Context: an optimization exercise on an open-source flow, tuned for small area. The choices shown serve that exercise and are no tape-out recipe. The RTL was checked by simulation tests, not by an equivalence proof against the original design. No activity file was given, so power comes from the tool's default toggle rates.

**config.mk**
```make
export PLATFORM = sky130hd
export DESIGN_NAME = interface_omega_damping
export DESIGN_NICKNAME = interface_omega_damping
export VERILOG_FILES = /design/flow/design.v
export SDC_FILE = /design/flow/constraint.sdc
export NUM_CORES = 4
export LEC_CHECK = 0
export CAP_MARGIN = 20
export CORE_MARGIN = 2
export CORE_UTILIZATION = 70
export SETUP_SLACK_MARGIN = 0.4
export SLEW_MARGIN = 20
export BUFFER_PORTS_ARGS = -buffer_cell sky130_fd_sc_hd__buf_1
export CTS_ARGS = -sink_clustering_enable -repair_clock_nets -dont_use_dummy_load -sink_clustering_size 12 -sink_clustering_max_diameter 50 -buf_list sky130_fd_sc_hd__clkbuf_8
```
**constraint.sdc**
```tcl
create_clock -name core_clock -period 13.5 [get_ports {clk}]
set_input_delay 2.7000 -clock core_clock [delete_from_list [all_inputs] [get_ports {clk}]]
set_output_delay 2.7000 -clock core_clock [all_outputs]
set_load 0.01 [all_outputs]
```
**design.v**
```verilog
package iod_pkg;
  localparam logic [1:0] REG_LOWER = 2'd0;
  localparam logic [1:0] REG_UPPER = 2'd1;
  localparam logic [1:0] REG_GAIN  = 2'd2;
  localparam logic [1:0] REG_BETA  = 2'd3;
  localparam logic [16:0] LOWER_RESET = 17'd0;
  localparam logic [16:0] UPPER_RESET = 17'd65536;
  localparam logic [15:0] GAIN_RESET  = 16'd256;
  localparam logic [15:0] BETA_RESET  = 16'd5898;
  localparam logic [2:0] PH_IDLE = 3'd0;
  localparam logic [2:0] PH_MUL  = 3'd1;
  localparam logic [2:0] PH_CMP0 = 3'd2;
  localparam logic [2:0] PH_CMP1 = 3'd3;
  localparam logic [2:0] PH_UPD  = 3'd4;
  localparam logic [2:0] PH_DXL  = 3'd5;
  localparam logic [2:0] PH_DIV  = 3'd6;
  localparam logic [2:0] PH_CNT  = 3'd7;
endpackage
module interface_omega_damping (
  input  logic        clk,
  input  logic        rst,
  input  logic        cfg_we,
  input  logic [1:0]  cfg_index,
  input  logic [16:0] cfg_data,
  input  logic        in_valid,
  output logic        in_ready,
  input  logic        start_of_pass,
  input  logic [16:0] phase_fraction,
  input  logic [31:0] eddy_viscosity,
  input  logic [63:0] cell_volume,
  input  logic [63:0] omega_in,
  output logic        out_valid,
  input  logic        out_ready,
  output logic [63:0] omega_out,
  output logic        was_corrected,
  output logic        saturated,
  output logic [31:0] corrected_so_far,
  output logic [31:0] cells_so_far
);
  logic [2:0]  ph;
  logic [6:0]  j;
  logic [4:0]  k;
  logic        clrp;
  logic [16:0] lower_limit;
  logic [16:0] upper_limit;
  logic [15:0] damping_gain;
  logic [15:0] beta_star;
  logic [63:0] R;
  logic [63:0] Z;
  logic [45:0] Tn;     
  logic        c23r;
  logic        ger;
  logic        d1, d2, d3, e1, e2;
  logic [1:0]  ci;
  logic        co;
  logic        acc;
  logic        win;
  assign in_ready  = (ph == iod_pkg::PH_IDLE) && !out_valid;
  assign acc       = in_valid && in_ready && !rst;
  assign omega_out = R;
  logic [3:0] cfg_en;
  always_comb begin
    for (int r = 0; r < 4; r++) begin
      cfg_en[r] = rst | (cfg_we & (cfg_index == 2'(r)));
    end
  end
  always_ff @(posedge clk) begin
    if (cfg_en[0]) lower_limit  <= rst ? iod_pkg::LOWER_RESET : cfg_data;
    if (cfg_en[1]) upper_limit  <= rst ? iod_pkg::UPPER_RESET : cfg_data;
    if (cfg_en[2]) damping_gain <= rst ? iod_pkg::GAIN_RESET : cfg_data[15:0];
    if (cfg_en[3]) beta_star    <= rst ? iod_pkg::BETA_RESET : cfg_data[15:0];
  end
  logic gt_lo, gt_up;
  always_comb begin
    gt_lo = 1'b0;
    gt_up = 1'b0;
    for (int i = 0; i < 17; i++) begin
      gt_lo = (phase_fraction[i] & ~lower_limit[i]) | (phase_fraction[i] & gt_lo) |
              (~lower_limit[i] & gt_lo);
      gt_up = (upper_limit[i] & ~phase_fraction[i]) | (upper_limit[i] & gt_up) |
              (~phase_fraction[i] & gt_up);
    end
  end
  assign win = gt_lo & gt_up;
  always_ff @(posedge clk) begin
    if (rst) begin
      clrp <= 1'b1;
    end else if (acc) begin
      clrp <= clrp | start_of_pass;
    end else if (ph == iod_pkg::PH_CNT && j == 7'd63) begin
      clrp <= 1'b0;
    end
  end
  logic fa, fc;
  logic ba, bc;
  logic cya, cyc;
  always_comb begin
    cya = (j == 7'd32) ? ~fa : fa;
    cyc = (j == 7'd32) ? (was_corrected & ~fc) : fc;
    if (j < 7'd32) begin
      ba = cells_so_far[0];
      bc = corrected_so_far[0];
    end else if (clrp) begin
      ba = (j == 7'd32);
      bc = (j == 7'd32) & was_corrected;
    end else begin
      ba = cells_so_far[0] ^ cya;
      bc = corrected_so_far[0] ^ cyc;
    end
  end
  always_ff @(posedge clk) begin
    if (ph == iod_pkg::PH_CNT) begin
      cells_so_far     <= {ba, cells_so_far[31:1]};
      corrected_so_far <= {bc, corrected_so_far[31:1]};
      if (j < 7'd32) begin
        fa <= ((j == 7'd0) | fa) & cells_so_far[0];
        fc <= ((j == 7'd0) | fc) & corrected_so_far[0];
      end else begin
        fa <= cya & cells_so_far[0];
        fc <= cyc & corrected_so_far[0];
      end
    end
  end
  logic [47:0] c;
  logic [46:0] D;
  logic        cin23;
  assign cin23 = (ph == iod_pkg::PH_CMP1) ? c23r : 1'b1;
  always_comb begin
    logic cin;
    logic nb;
    c[0] = 1'b1;
    for (int i = 0; i < 47; i++) begin
      cin = (i == 23) ? cin23 : c[i];
      nb = (i < 46) ? Tn[i] : 1'b1;
      D[i] = Z[i] ^ nb ^ cin;
      c[i+1] = (Z[i] & nb) | (Z[i] & cin) | (nb & cin);
    end
  end
  logic [17:0] c3;
  logic [16:0] D3;
  always_comb begin
    logic nb;
    c3[0] = 1'b1;
    for (int i = 0; i < 17; i++) begin
      nb = (i < 16) ? ~beta_star[i] : 1'b1;
      D3[i] = Z[47+i] ^ nb ^ c3[i];
      c3[i+1] = (Z[47+i] & nb) | (Z[47+i] & c3[i]) | (nb & c3[i]);
    end
  end
  logic ge3;
  assign ge3 = c3[17];
  logic gek;
  always_comb begin
    case (k)
      5'd1:    gek = c[1];
      5'd2:    gek = c[4] & Tn[4];
      5'd3:    gek = c[7];
      5'd4:    gek = c[10];
      5'd5:    gek = c[13];
      5'd6:    gek = c[16];
      5'd7:    gek = c[19];
      5'd8:    gek = c[22];
      5'd9:    gek = c[25];
      5'd10:   gek = c[28];
      5'd11:   gek = c[31];
      5'd12:   gek = c[34];
      5'd13:   gek = c[37];
      5'd14:   gek = c[40];
      5'd15:   gek = c[43];
      5'd16:   gek = c[46];
      default: gek = c[47];
    endcase
  end
  logic ge1, ge2;
  assign ge1 = c[23];
  assign ge2 = c[46];
  logic [63:0] W;
  logic        sel_lo, sel_hi, sel_3;
  always_comb begin
    sel_lo = 1'b0;
    sel_hi = 1'b0;
    sel_3  = 1'b0;
    if (ph == iod_pkg::PH_DIV) begin
      sel_lo = ge1;
      sel_hi = ge2;
      sel_3  = ge3;
    end else if (ph == iod_pkg::PH_CMP1) begin
      sel_lo = gek;
      sel_hi = gek;
    end
    for (int i = 0; i < 64; i++) begin
      if (i < 23) begin
        W[i] = sel_lo ? D[i] : Z[i];
      end else if (i < 47) begin
        W[i] = sel_hi ? D[i] : Z[i];
      end else begin
        W[i] = sel_3 ? D3[i-47] : Z[i];
      end
    end
  end
  logic din;
  assign din = (j < 7'd50) ? R[49] : 1'b0;
  logic [63:0] zn;
  always_comb begin
    zn = {W[62:0], W[63]};
    if (ph == iod_pkg::PH_DIV) begin
      zn[0]  = din;
      zn[23] = ge1;
      zn[47] = ge2;
    end else if (ph == iod_pkg::PH_DXL) begin
      zn[0]  = 1'b0;
    end
  end
  always_ff @(posedge clk) begin
    if (ph == iod_pkg::PH_IDLE) begin
      Z <= {cell_volume[62:0], cell_volume[63]};
    end else if (ph == iod_pkg::PH_CMP1 || ph == iod_pkg::PH_DIV || ph == iod_pkg::PH_DXL ||
                 (ph == iod_pkg::PH_UPD && j < 7'd2)) begin
      Z <= zn;
    end
  end
  logic [17:0] ms;
  always_comb begin
    logic cy;
    logic b;
    logic [16:0] op;
    logic q1;
    logic a;
    q1 = R[1] & (j != 7'd32);
    op = ({17{R[0] & q1}} & {damping_gain, 1'b0}) | ({17{R[0] ^ q1}} & {1'b0, damping_gain});
    cy = 1'b0;
    for (int i = 0; i < 17; i++) begin
      b = op[i];
      a = R[33+i] & (j != 7'd0);
      ms[i] = a ^ b ^ cy;
      cy = (a & b) | (a & cy) | (b & cy);
    end
    ms[17] = cy;
  end
  always_ff @(posedge clk) begin
    case (ph)
      iod_pkg::PH_IDLE: begin
        if (acc) begin
          R[63:33] <= win ? 31'd0 : omega_in[63:33];
          R[32:0]  <= win ? {eddy_viscosity, 1'b0} : omega_in[32:0];
        end
      end
      iod_pkg::PH_MUL: begin
        R[49:0] <= {ms, R[32:1]};
      end
      iod_pkg::PH_UPD: begin
        if (j == 7'd45) begin
          R[63:42] <= {R[62:42], ger};
        end
      end
      iod_pkg::PH_DIV: begin
        R <= {R[62:0], ge3 | saturated};
      end
      default: ;
    endcase
  end
  logic [6:0] idx;
  logic       ubit;
  always_comb begin
    if (ph == iod_pkg::PH_DXL && j >= 7'd23) begin
      idx = j - 7'd23;
    end else begin
      idx = j;
    end
    ubit = 1'b0;
    if ((ph == iod_pkg::PH_UPD || ph == iod_pkg::PH_DXL) && idx < 7'd22) begin
      ubit = R[42 + idx[4:0]];
    end
  end
  logic       tb, ib, b_op, c_op;
  logic [1:0] ci_n;
  logic       ei, kb, tnew_upd, co_n;
  logic       tnew;
  always_comb begin
    logic [2:0] s;
    logic [1:0] s2;
    logic [1:0] cie;
    logic       coe;
    cie  = (j == 7'd0) ? 2'd0 : ci;
    coe  = (j == 7'd0) ? 1'b0 : co;
    b_op = ger ? d3 : ~d1;
    c_op = ger ? ubit : ~ubit;
    tb   = ~Tn[0];
    s    = 3'(tb) + 3'(b_op) + 3'(c_op) + 3'(cie);
    ib   = s[0];
    ci_n = s[2:1];
    ei   = (j >= 7'd2) ? e2 : 1'b0;
    kb   = ger ? (j < 7'd4) : (j == 7'd0 || j == 7'd2);
    s2   = 2'(ei) + 2'(kb) + 2'(coe);
    tnew_upd = s2[0];
    co_n = s2[1];
    case (ph)
      iod_pkg::PH_CNT:  tnew = (j == 7'd0);
      iod_pkg::PH_DXL:  tnew = ubit;
      default:          tnew = tnew_upd;
    endcase
  end
  always_ff @(posedge clk) begin
    d1 <= ubit;
    d2 <= d1;
    d3 <= d2;
    e1 <= ib;
    e2 <= e1;
    ci <= ci_n;
    co <= co_n;
    if (ph == iod_pkg::PH_UPD || ((ph == iod_pkg::PH_DXL || ph == iod_pkg::PH_CNT) && j < 7'd46)) begin
      Tn <= {~tnew, Tn[45:1]};
    end
    if (ph == iod_pkg::PH_CMP0) begin
      c23r <= c[23];
    end
    if (ph == iod_pkg::PH_CMP1) begin
      ger <= gek;
    end
  end
  always_ff @(posedge clk) begin
    if (rst) begin
      ph        <= iod_pkg::PH_IDLE;
      out_valid <= 1'b0;
    end else begin
      if (out_valid && out_ready) begin
        out_valid <= 1'b0;
      end
      case (ph)
        iod_pkg::PH_IDLE: begin
          if (acc) begin
            was_corrected <= win;
            saturated     <= 1'b0;
            j             <= 7'd0;
            ph            <= iod_pkg::PH_CNT;
          end
        end
        iod_pkg::PH_CNT: begin
          j <= j + 7'd1;
          if (j == 7'd63) begin
            j <= 7'd0;
            k <= 5'd1;
            if (was_corrected) begin
              ph <= iod_pkg::PH_CMP0;
            end else begin
              ph        <= iod_pkg::PH_IDLE;
              out_valid <= 1'b1;
            end
          end
        end
        iod_pkg::PH_MUL: begin
          j <= j + 7'd1;
          if (j == 7'd32) begin
            j  <= 7'd0;
            ph <= iod_pkg::PH_DIV;
          end
        end
        iod_pkg::PH_CMP0: begin
          ph <= iod_pkg::PH_CMP1;
        end
        iod_pkg::PH_CMP1: begin
          ph <= iod_pkg::PH_UPD;
        end
        iod_pkg::PH_UPD: begin
          j <= j + 7'd1;
          if (j == 7'd45) begin
            j <= 7'd0;
            if (k == 5'd22) begin
              ph <= iod_pkg::PH_DXL;
            end else begin
              k  <= k + 5'd1;
              ph <= iod_pkg::PH_CMP0;
            end
          end
        end
        iod_pkg::PH_DXL: begin
          j <= j + 7'd1;
          if (j == 7'd63) begin
            j  <= 7'd0;
            ph <= iod_pkg::PH_MUL;
          end
        end
        iod_pkg::PH_DIV: begin
          j <= j + 7'd1;
          if (j < 7'd32) begin
            saturated <= saturated | ge3;
          end
          if (j == 7'd95) begin
            ph        <= iod_pkg::PH_IDLE;
            out_valid <= 1'b1;
          end
        end
        default: ph <= iod_pkg::PH_IDLE;
      endcase
    end
  end
endmodule
```
**flow/run.sh**
```bash
#!/bin/bash
# The standard layout (standard.sh, all steps), with two changes to how
# the layout is made:
#  - the port buffers are the smallest buffer, sky130_fd_sc_hd__buf_1
#  - CTS clusters up to 12 sinks per clkbuf_8 and inserts no dummy loads
set -euo pipefail
cat >> config.mk <<'EOC'
export BUFFER_PORTS_ARGS = -buffer_cell sky130_fd_sc_hd__buf_1
export CTS_ARGS = -sink_clustering_enable -repair_clock_nets -dont_use_dummy_load -sink_clustering_size 12 -sink_clustering_max_diameter 50 -buf_list sky130_fd_sc_hd__clkbuf_8
EOC
bash standard.sh > standard.log 2>&1
```
**standard.sh**
```bash
#!/bin/bash
# synth_recipe.tcl (not shown) runs the flow's synth.tcl, then flattens the netlist and writes it again
# the make line also repeats each setting of config.mk as NAME=value (left out here)
make -C /OpenROAD-flow-scripts/flow DESIGN_CONFIG=/design/flow/config.mk WORK_HOME=/design/flow/orfs CLKGATE_MAP_FILE= SYNTH_SCRIPT=/design/flow/synth_recipe.tcl "${@:-finish}"
```
==> impl_results.md, run 1 <==
- Post-layout nets: 1967
- Largest net degree at the start of global routing: 104
- Wire per inst: 20.9 um
- GPL Wtd Cong: between 0.9 and 1
- Setup Skew: 0.0344 ns
- Top-level port count: 334
- P_int: 0.00267 W
- Post-route cell area: 0.0194 mm^2
- Pwr dens: 231 mW/mm^2
- Setup CP Type: reg -> reg
- Final period util: 91.6%
- Tot GR Track Use: between 30% and 40%
- Yosys reg bits: 335
- Initial drt markers: 1200
- Yosys cell types: 75
- Combinational share of power: between 40% and 50%
- Worst slew pin tran: 1.09 ns
- Antenna violations before repair: 1
- WP data arrival: 12.75 ns
- Post-synth EDFFs: 322
- Die area: roughly 0.026 mm^2
- Die W: about 160 um
- Clock latency on the worst-skew pair: 0.54 ns
- Slowest CP cell: dfxtp_1
- Grt ovf: 0
- Post-Synthesis Cell Area: between 0.015 and 0.02 mm^2
- CTS root buffer: clkbuf_8
- Fin crit period: about 12 ns
- Post-synth ARST share: 0%
- CTS tree: done
- Slew HR: 27.1%
- Vias per inst: approximately 6.2
- Postcts setup bufs: 0
- Clock power share: 12.7%
- Pleak: 6.73 nW
- Dpl cell area: 0.0189 mm^2
- Number of CTS-inserted buffers: 37
- TNS Setup: 0 ns
- CTS Hold Bufs: 0
- Layout area overhead: 11.9%
- First-pass GRT wire length: 64.8 mm
- Max Fclk: between 80 and 90 MHz
- Final WL: around 42 mm
- Max incr delay on CP: ~0.52 ns
- Hold Path Class: reg -> reg
- CP Max Fanout: 22
- Initial Util: between 70% and 80%
- P_sw: 0.00181 W
- Yosys warns: 1
- Startpoint type of the worst setup path: flop
- Post_cts resized: 0
- Vert. Die Dim: 161 um
- Worst vdd ir: about 180 uV
- IO Port Bufs: 333
- Number of cells produced by synthesis: 1356
- FP Rows: 57
- Final setup violation count: 0
- Max clock buf depth: 3
- Antenna-violating nets left: 0
- Top_reg_cell synth: edfxtp_1
- Drt pass-1 iters: 5
- Core area: 0.0243 mm^2
- Syn_area_per_cell: 12.8 um^2
- Syn Nets: 1652
- Sequential power share: 43.8%
- Final Max Slew Viols: 0
- Sequential area share after synthesis: 57.3%
- Net switching fraction of the power: 40.4%
- H-tree levels: 2
- Status: no timing/DRC/antenna violations
- Clock slew at reported path FFs: 0.08 ns
- Most frequent CP cell: fa_1
- Critical Path RT: approximately 14 ns
- CP endpoint kind: flop
- Hold Fails Final Rpt: 0
- Maxcap violations: 0
- Fraction of layout cells with a size suffix above 1: 5.99%
- Sink Count: 335
- DP HPWL: 30.0 mm
- Vias in the first global route: 12147
- RSZ-0062 raised after global routing: no
- Vias: between 10000 and 15000
- DRC Markers: 0
==> power groups by stage <==
stage / clock network (W) / registers [W] / logic (W)
CTS: 0.000579 / 0.00196 / 0.00194
detailed placement: 0 / 0.00197 / 0.00192
floorplan: 0 / 0.00196 / 0.00133
global placement: 0 / 0.00197 / 0.00183
finish: 0.000571 / 0.00196 / 0.00195
global route: 0.000610 / 0.00201 / 0.00217
==> layer usage <==
layer,part of all wire [%],routed length [um],global-route usage (%),up-vias
met4,2.7,1110,9.29,2
met5,0.026,11,0,-
met3,8.2,3430,5.78,93
met1,39,16300,42.9,5961
met2,50,20900,54.0,622
li1,-,-,-,5621
==> worst max-delay path: cells and delay by family (launching register included) <==
| kind | cells | cell delay, ns |
|---|---|---|
| AO/OA/AOI/OAI | 5 | 0.87 |
| adder cells (fa/ha/maj) | 23 | 9.22 |
| buffers and inverters | 2 | 0.33 |
| flip-flops | 1 | 0.52 |
| multiplexers | 1 | 0.31 |
| AND/OR/NAND/NOR | 5 | 0.92 |
==> state kept, by name (all words and copies together), names as in the netlist, 5 cells and up <==
signal / count
R: 64
Tn: 46
Z: 64
beta_star: 16
cells_so_far: 32
corrected_so_far: 32
damping_gain: 16
j: 7
k: 5
lower_limit: 17
upper_limit: 17
==> cell usage after synthesis, types with 25 or more instances <==
cell type  instances  area (um^2)
inv_1             74          278
and2_1            28          175
a22oi_1           35          263
nor2_1            48          180
a22o_1            32          280
nor2b_1           25          156
clkbuf_1          58          218
edfxtp_1         322         9670
mux2i_1           84          841
fa_1              79         1580
o21ai_0          123          616
nand2_1          145          544
==> layout make-up <==
| cell class | count | area (um^2) |
|---|---|---|
| flip-flops and latches | 335 | 9930 |
| multi-input cells | 870 | 6870 |
| fillers | 1441 | 4920 |
| repair buffers | 352 | 1400 |
| clock buffers | 37 | 509 |
| well taps | 324 | 405 |
| inverters | 75 | 282 |
| diodes | 1 | 2.50 |
==> cell usage in the layout, fill, tap and decap left out, types with 11 or more instances in the layout <==
cell type and count:
nor2b_1 24, o22ai_1 11, o21ai_0 123, fa_1 79
edfxtp_1 322, nand2_1 145, nand3_1 14, nand2b_1 13
inv_1 74, ha_1 15, clkbuf_8 37, a21oi_1 22
a22oi_1 35, and2_1 27, o21ai_1 11, buf_4 18
buf_1 333, nor3_1 13, a21o_1 16, mux2i_1 84
a22o_1 32, dfxtp_1 13, nor2_1 47
==> path summary, 6_finish.rpt <==
| kind | start | to | slack, ns | depth (start not counted) |
|---|---|---|---|---|
| min reg2reg | d2 | d3 | 0.33 | 0 |
| max | ph[2] | Z[1] | 1.13 | 36 |
| min | d2 | d3 | 0.33 | 0 |
| max reg2reg | ph[2] | Z[1] | 1.13 | 36 |
==> cells by family (layout without fill, tap and decap cells) <==
logic type	count (synthesis)	after routing	synth area share [%]
AOI/OAI and AO/OA	337	337	13.1
xor gates and xnor gates	9	9	0.455
adders and majority gates	105	105	10.9
buffers and inverters	151	464	3.53
DFF	335	335	57.3
muxes	95	95	5.83
other	0	1	0
and+or+nand+nor	324	324	8.91
==> per-stage QoR <==
step	util [%]	setup WS [ns]	total power [W]	std cells	hold slack, ns
2_1_floorplan	-	2.10	0.00329	1356	0.310
3_3_place_gp	77.5	1.43	0.00380	1955	0.312
3_5_place_dp	77.5	1.14	0.00389	1955	0.314
4_1_cts	79.6	1.07	0.00448	1992	0.333
5_1_grt	79.8	0.605	0.00478	1993	0.336
6_report	79.8	1.13	0.00448	1994	0.331
==> run 2: changes to the inputs <==
==> flow/run.sh (replaced) <==
#!/bin/bash
# The standard layout (standard.sh, all steps), with two changes to how
# the layout is made:
#  - the port buffers are the smallest buffer, sky130_fd_sc_hd__buf_1
#  - CTS clusters up to 20 sinks per clkbuf_16 and inserts no dummy loads
set -euo pipefail
cat >> config.mk <<'EOC'
export BUFFER_PORTS_ARGS = -buffer_cell sky130_fd_sc_hd__buf_1
export CTS_ARGS = -sink_clustering_enable -repair_clock_nets -dont_use_dummy_load -sink_clustering_size 20 -sink_clustering_max_diameter 60 -buf_list sky130_fd_sc_hd__clkbuf_16
EOC
bash standard.sh > standard.log 2>&1
--- a/config.mk
+++ b/config.mk
@@ -7,2 +7,3 @@
 export LEC_CHECK = 0
+export ABC_AREA = 1
 export CAP_MARGIN = 20
@@ -13,2 +14,2 @@
 export BUFFER_PORTS_ARGS = -buffer_cell sky130_fd_sc_hd__buf_1
-export CTS_ARGS = -sink_clustering_enable -repair_clock_nets -dont_use_dummy_load -sink_clustering_size 12 -sink_clustering_max_diameter 50 -buf_list sky130_fd_sc_hd__clkbuf_8
+export CTS_ARGS = -sink_clustering_enable -repair_clock_nets -dont_use_dummy_load -sink_clustering_size 20 -sink_clustering_max_diameter 60 -buf_list sky130_fd_sc_hd__clkbuf_16
==> run 2 against run 1 <==
Via count grew 11%. Global-route usage grew 1.7 points. Final area rose by 1.6%. Fmax fell by 0.41%. Critical endpoint is now Z[9]. Clock skew up 0.022 ns. Critical path depth grew 1. Worst setup slack worse by 0.051 ns. Sequential power shrank 3%. Still clean.
==> impl_results.md, run 2 <==
- FP Rows: between 50 and 60
- IO Port Bufs: 333
- CTS root buffer: clkbuf_16
- RSZ-0062 raised after global routing: no
- Final WL: 44.3 mm
- Startpoint type of the worst setup path: flop
- Most frequent cells in the layout: buf_1, edfxtp_1, nand2_1
- Status: no timing/DRC/antenna violations
- Postcts setup bufs: 0
- Fraction of layout cells with a size suffix above 1: 4.80%
- Post-synth top cells: edfxtp_1, nand2_1, inv_1, nand3_1, nor2_1
- Count leader, synth: edfxtp_1
- Post-synth ARST share: 0%
- CTS tree: done
- Slowest CP cell: dfxtp_1
- CP endpoint kind: flop
- Clock slew at reported path FFs: 0.08 ns
- Setup Skew: 0.0565 ns
- Tot GR Track Use: 33.6%
- Yosys warns: 1
- Worst vdd ir: ~160 uV
- Worst slew pin tran: about 0.98 ns
- Max incr delay on CP: 0.54 ns
- Top_reg_cell synth: edfxtp_1
- Most common cell after layout, fill and taps aside: buf_1
- Core area: 0.0245 mm^2
- Most frequent CP cell: fa_1
- Storage element area: 0.00993 mm^2
- Antenna violations before repair: 2
- Initial drt markers: between 1500 and 2000
- Final Max Slew Viols: 0
- Wire per inst: between 15 and 20 um
- Sink Count: 335
- Top Registers: R (64), Z (64), Tn (46)
- Largest net degree at the start of global routing: 81
- Post-synth EDFFs: 322
- Maxcap violations: 0
- DP HPWL: approximately 32 mm
- TNS Setup: 0 ns
- Drt pass-1 iters: 6
- CTS Hold Bufs: 0
- Pwr dens: ~230 mW/mm^2
- Syn Nets: 1964
- Post-Synthesis Cell Area: 0.0175 mm^2
- Initial Util: a little under three quarters
- Top-level port count: 334
- Area of the multi-input gates: 0.00627 mm^2
- Pleak: 7.90 nW
- Hold Path Class: reg -> reg
- Yosys reg bits: 335
- Final setup violation count: 0
- Dominant cell type by area after synthesis: edfxtp_1
- Fill cells: 1524
- Final period util: between 90 and 100%
- Vert. Die Dim: ~160 um
- Number of cells produced by synthesis: approximately 1700
- Vias per inst: roughly 5.9
- WP data arrival: 12.83 ns
- Max clock buf depth: 3
- Share of the synthesized area in the top cell type: 55.2%
- Clock latency on the worst-skew pair: roughly 0.57 ns
- Grt ovf: 0
- GPL Wtd Cong: 0.917
- Syn_area_per_cell: ~10 um^2
- Antenna-violating nets left: 0
- Number of CTS-inserted buffers: 27
- CP Max Fanout: 25
- Die W: 162 um
- Critical Path RT: roughly 14 ns
- Post_cts resized: 0
- Hold Fails Final Rpt: 0
- Fin crit period: between 10 and 15 ns
- Die area: 0.0263 mm^2
- Sequential area share after synthesis: about 57%
- Largest cells by area after synthesis: edfxtp_1, fa_1, nand2_1
- H-tree levels: 1
- Setup CP Type: reg -> reg
- Max Fclk: 80.5 MHz
- Slew HR: 34.4%
- Vias in the first global route: 13139
- Yosys cell types: 46
- Vias: 13609
- Layout area overhead: 12.7%
- Post-layout nets: 2278
- First-pass GRT wire length: 68.7 mm
- DRC Markers: 0
- Power, Total: ~0.0045 W
[run 2: cell count changes after synthesis, moves of 19 or more]
cell	before	now
a22o_1	32	11
and2_1	28	0
inv_1	74	271
mux2i_1	84	0
nand2_1	145	290
nand3_1	14	132
nor2_1	48	131
nor2b_1	25	0
o21ai_0	123	80
o21ai_1	11	78
o22ai_1	11	30
[run 2: area by class of cell]
type,instances,area share (%)
Sequential cell,335,50.4
Multi-Input combinational cell,987,31.8
Timing Repair Buffer,349,6.95
Inverter,282,5.41
Clock buffer,27,3.43
Tap cell,324,2.06
Antenna cell,1,0.0127
[run 2: through the flow]
stage | hold WS [ns] | cells | utilization [%] | setup WS [ns] | instance area (um^2)
6_report | 0.328 | 2305 | 80.6 | 1.08 | 19700
2_1_floorplan | 0.310 | 1668 | - | 2.55 | 17500
4_1_cts | 0.326 | 2304 | 80.5 | 1.25 | 19700
3_3_place_gp | 0.312 | 2277 | 77.8 | 1.73 | 19000
3_5_place_dp | 0.312 | 2277 | 77.8 | 1.32 | 19000
5_1_grt | 0.331 | 2305 | 80.6 | 0.515 | 19700
[run 2: cells by family after synthesis]
| logic type | after synthesis | synth area share [%] |
|---|---|---|
| simple gates | 585 | 14.2 |
| buf+inv | 346 | 8.01 |
| flops | 335 | 56.7 |
| compound gates | 302 | 10.5 |
| fa+ha+maj | 94 | 10.1 |
| xor+xnor | 6 | 0.408 |
[run 2: path summary, 6_finish.rpt]
check	end	slack (ns)	depth (start not counted)	startpoint
min	d3	0.33	0	d2
max reg2reg	Z[9]	1.08	37	ph[1]
min reg2reg	d3	0.33	0	d2
max	Z[9]	1.08	37	ph[1]
[run 2: layer usage]
layer | global-route usage [%] | vias to the layer above | share of wire (%)
met1 | 43.3 | 6408 | 37
met5 | 0 | - | 0.029
met4 | 11.1 | 2 | 3.4
met3 | 5.90 | 114 | 9.8
met2 | 58.3 | 856 | 50
li1 | - | 6229 | -
[run 2: critical path: cells and delay by family (launching register included)]
kind,cells,cell delay (ns)
fa+ha+maj,23,9.16
simple gates,6,1.33
compound gates,4,0.62
buf+inv,4,0.60
flops,1,0.54
[run 2: where the power goes]
part	internal (W)	switching, W
registers	0.00165	0.000268
clock network	0.000351	0.000342
logic	0.000641	0.00123
==> run 3: changes to the inputs <==
==> flow/run.sh (replaced) <==
#!/bin/bash
# The standard layout (standard.sh, all steps), with two changes to how
# the layout is made:
#  - the port buffers are the smallest buffer, sky130_fd_sc_hd__buf_1
#  - CTS clusters up to 16 sinks per clkbuf_8 and inserts no dummy loads
set -euo pipefail
cat >> config.mk <<'EOC'
export BUFFER_PORTS_ARGS = -buffer_cell sky130_fd_sc_hd__buf_1
export CTS_ARGS = -sink_clustering_enable -repair_clock_nets -dont_use_dummy_load -sink_clustering_size 16 -sink_clustering_max_diameter 60 -buf_list sky130_fd_sc_hd__clkbuf_8
EOC
bash standard.sh > standard.log 2>&1
--- a/config.mk
+++ b/config.mk
@@ -7,3 +7,2 @@
 export LEC_CHECK = 0
-export ABC_AREA = 1
 export CAP_MARGIN = 20
@@ -14,2 +13,2 @@
 export BUFFER_PORTS_ARGS = -buffer_cell sky130_fd_sc_hd__buf_1
-export CTS_ARGS = -sink_clustering_enable -repair_clock_nets -dont_use_dummy_load -sink_clustering_size 20 -sink_clustering_max_diameter 60 -buf_list sky130_fd_sc_hd__clkbuf_16
+export CTS_ARGS = -sink_clustering_enable -repair_clock_nets -dont_use_dummy_load -sink_clustering_size 16 -sink_clustering_max_diameter 60 -buf_list sky130_fd_sc_hd__clkbuf_8
==> run 3 against run 2 <==
Via count is 11% lower. Sequential share of layout area is 1.2 points higher. Synthesized cell count is 19% lower. Non-clock buffer count is 2 higher. Cell count is 14% lower. Critical path type unchanged. Highest routed layer unchanged. Largest power group unchanged.
==> impl_results.md, run 3 <==
- Sequential power share: 44.6%
- DRC Markers: 0
- Number of cells produced by synthesis: around 1400
- Hold Fails Final Rpt: 0
- Setup CP Type: reg -> reg
- Yosys warns: 1
- Top_reg_cell synth: edfxtp_1
- Sink Count: 335
- Max incr delay on CP: 0.53 ns
- CP top delay family: adder cells
- Max clock buf depth: 3
- Fin crit period: 12.41 ns
- Largest cells by area after synthesis: edfxtp_1, fa_1, mux2i_1
- Most frequent CP cell: fa_1
- Setup Skew: 0.0395 ns
- GPL Wtd Cong: about 0.92
- Grt ovf: 0
- Die W: 161 um
- RR Startpoint: ph[2]
- Post-synth ARST share: 0%
- Yosys cell types: 75
- Post-Synthesis Cell Area: 0.0173 mm^2
- Xor and xnor area share after synthesis: 0.455%
- Vert. Die Dim: 161 um
- CP endpoint kind: flop
- Max Fclk: 80.5 MHz
- Hold Path Class: reg -> reg
- Antenna-violating nets left: 0
- Core area: 0.0243 mm^2
- RSZ-0062 raised after global routing: no
- Sequential area share after synthesis: 57.3%
- Worst vdd ir: 184 uV
- Ant diodes: 0
- Final Max Slew Viols: 0
- Vias per inst: 6.13
- IO Port Bufs: roughly 330
- Top-level port count: 334
- Vias: approximately 12000
- Syn_area_per_cell: 12.8 um^2
- WP data arrival: 12.70 ns
- End-of-flow core utilization: about 79%
- Tot GR Track Use: 31.7%
- First-pass GRT wire length: between 60 and 70 mm
- CP Max Fanout: 22
- Largest net degree at the start of global routing: ~100
- Initial Util: 71.3%
- Largest family of logic cells by synthesized area: compound AO/OA/AOI/OAI gates
- Clock power share: 11.2%
- Final setup violation count: 0
- Post-synth top cells: edfxtp_1, nand2_1, o21ai_0, mux2i_1, fa_1
- Reg2reg setup slack: between 1 and 1.5 ns
- Initial drt markers: approximately 1100
- CP bufs+invs: 2
- Critical Path RT: 13.79 ns
- Wire per inst: about 21 um
- H-tree levels: 1
- P_int: ~0.0026 W
- Critical path launch point: ph[2]
- Dominant cell type by area after synthesis: edfxtp_1
- Area of the multi-input gates: 0.00687 mm^2
- Drt pass-1 iters: 5
- Reg2Reg Depth: 36
- Clock slew at reported path FFs: approximately 0.10 ns
- Count leader, synth: edfxtp_1
- TNS Setup: 0 ns
- Adder-Cell Fraction of Synth Area: 10.9%
- Syn Nets: 1652
- Fill cells: 1464
- Final period util: 92.0%
- Clock latency on the worst-skew pair: 0.59 ns
- Compound-Gate Fraction of Synth Area: between 10% and 20%
- CTS root buffer: clkbuf_8
- Postcts setup bufs: 0
- Yosys reg bits: about 340
- Worst slew pin tran: 1.10 ns
- Worst setup path endpoint: Z[18]
- Post-synth EDFFs: 322
- Share of the synthesized area in the top cell type: between 50% and 60%
- Net switching fraction of the power: 40.7%
- Top Registers: R (64), Z (64), Tn (46)
- P_sw: 0.00179 W
- Startpoint type of the worst setup path: flop
- Pwr dens: 229 mW/mm^2
- Slowest CP cell: dfxtp_1
- Vias in the first global route: 12064
- Mux cell area share after synthesis: 5.83%
- Pleak: 6.65 nW
- FF-to-FF End: Z[18]
- Maxcap violations: 0
- DP HPWL: 30.0 mm
- Storage element area: 0.00993 mm^2
- FP Rows: between 50 and 60
- Slew HR: a little over a quarter
- Final WL: 41.4 mm
- Status: no timing/DRC/antenna violations
- Die area: 0.0260 mm^2
- Number of CTS-inserted buffers: 28
- Post-layout nets: 1957
- Combinational share of power: 44.2%
- Layout area overhead: 11.1%
- Total number of cells along the worst setup path: 36
- Most frequent cells in the layout: buf_1, edfxtp_1, nand2_1
- Synth Area in Simple Gates: 8.91%
- CTS tree: done
- Worst hold stages: 0
- Antenna violations before repair: 1
- Most common cell after layout, fill and taps aside: buf_1
- Fraction of layout cells with a size suffix above 1: 5.42%
==> run 3: cell count changes in the layout (fill, tap and decap cells not counted), sizes merged, moves of 21 or more <==
cell	previous run	this run
a22o	11	32
mux2i	0	84
inv	281	74
nand3	134	14
and2	0	28
nand2	297	145
nor2	137	49
nor2b	0	25
o21ai	165	134
==> run 3: what timing repair did <==
item,CTS,global route
hold buffers,0,0
gates resized for setup,0,1
endpoints found under the setup margin,0,3
==> run 3: final cells by class <==
class	count	area share (%)
clock buffer	28	2.00
inverter	75	1.46
multi-input combinational	870	35.7
sequential	335	51.6
tap	324	2.11
timing repair buffer	351	7.19
==> run 3: metrics by stage <==
step	std cells	setup slack [ns]	total power (W)	instance area (um^2)	hold slack, ns
3_3_place_gp	1955	1.43	0.00380	18900	0.312
3_5_place_dp	1955	1.14	0.00389	18900	0.314
2_1_floorplan	1356	2.10	0.00329	17300	0.310
4_1_cts	1983	1.02	0.00440	19200	0.306
6_report	1983	1.09	0.00440	19300	0.305
5_1_grt	1983	0.579	0.00470	19300	0.319
==> run 3: worst min path at each step <==
stage               startpoint  endpoint  slack [ns]
CTS                         e1        e2        0.31
detailed placement          d2        d3        0.31
global route                e1        e2        0.32
finish                      e1        e2        0.31
global placement            d2        d3        0.31
floorplan                   d2        d3        0.31
==> run 3: logic make-up (layout without fill, tap and decap cells) <==
family / after synthesis / count (layout)
and+or+nand+nor: 324 / 324
AOI/OAI and AO/OA: 337 / 337
DFF: 335 / 335
xor gates and xnor gates: 9 / 9
buffers and inverters: 151 / 454
adders and majority gates: 105 / 105
muxes: 95 / 95
==> run 3: power groups by stage <==
stage	clock [W]	sequential [W]	combinational, W
4_1_cts	0.000499	0.00196	0.00194
3_3_place_gp	0	0.00197	0.00183
6_report	0.000494	0.00196	0.00195
3_5_place_dp	0	0.00197	0.00192
5_1_grt	0.000529	0.00201	0.00217
2_1_floorplan	0	0.00196	0.00133
==> run 3: metal layers <==
| layer | vias up | track usage, % | routed length [um] |
|---|---|---|---|
| li1 | 5602 | - | - |
| met1 | 5885 | 42.8 | 16200 |
| met2 | 580 | 54.7 | 21000 |
| met3 | 80 | 5.68 | 3220 |
| met4 | 2 | 7.51 | 948 |
| met5 | - | 0 | 11 |

## separate check: timing with driven ports
Ports are ideal in the flow. The routed layouts listed here were re-timed in OpenROAD. Step 1 (the two cells are an assumption about what drives the block):
set clk [get_ports {clk}]
set_driving_cell -lib_cell sky130_fd_sc_hd__clkbuf_16 $clk
set_driving_cell -lib_cell sky130_fd_sc_hd__buf_2 [delete_from_list [all_inputs] $clk]
Step 2 times the ports against the registers' clock, not the clock port: input delays grow and output delays shrink by t, the midpoint of the rising clock arrivals with the driver on. Slacks: ideal / step 1 / step 2; pairs: ideal / step 1.
run	t, ns	setup slack, ns	worst slew at a driven data input, ns
run 1	0.576	1.127 / 1.127 / 1.127	0.07
run 2	0.591	1.076 / 1.076 / 1.076	0.11
run 3	0.613	1.085 / 1.085 / 1.085	0.07
After both steps setup and hold are still met in every run listed.
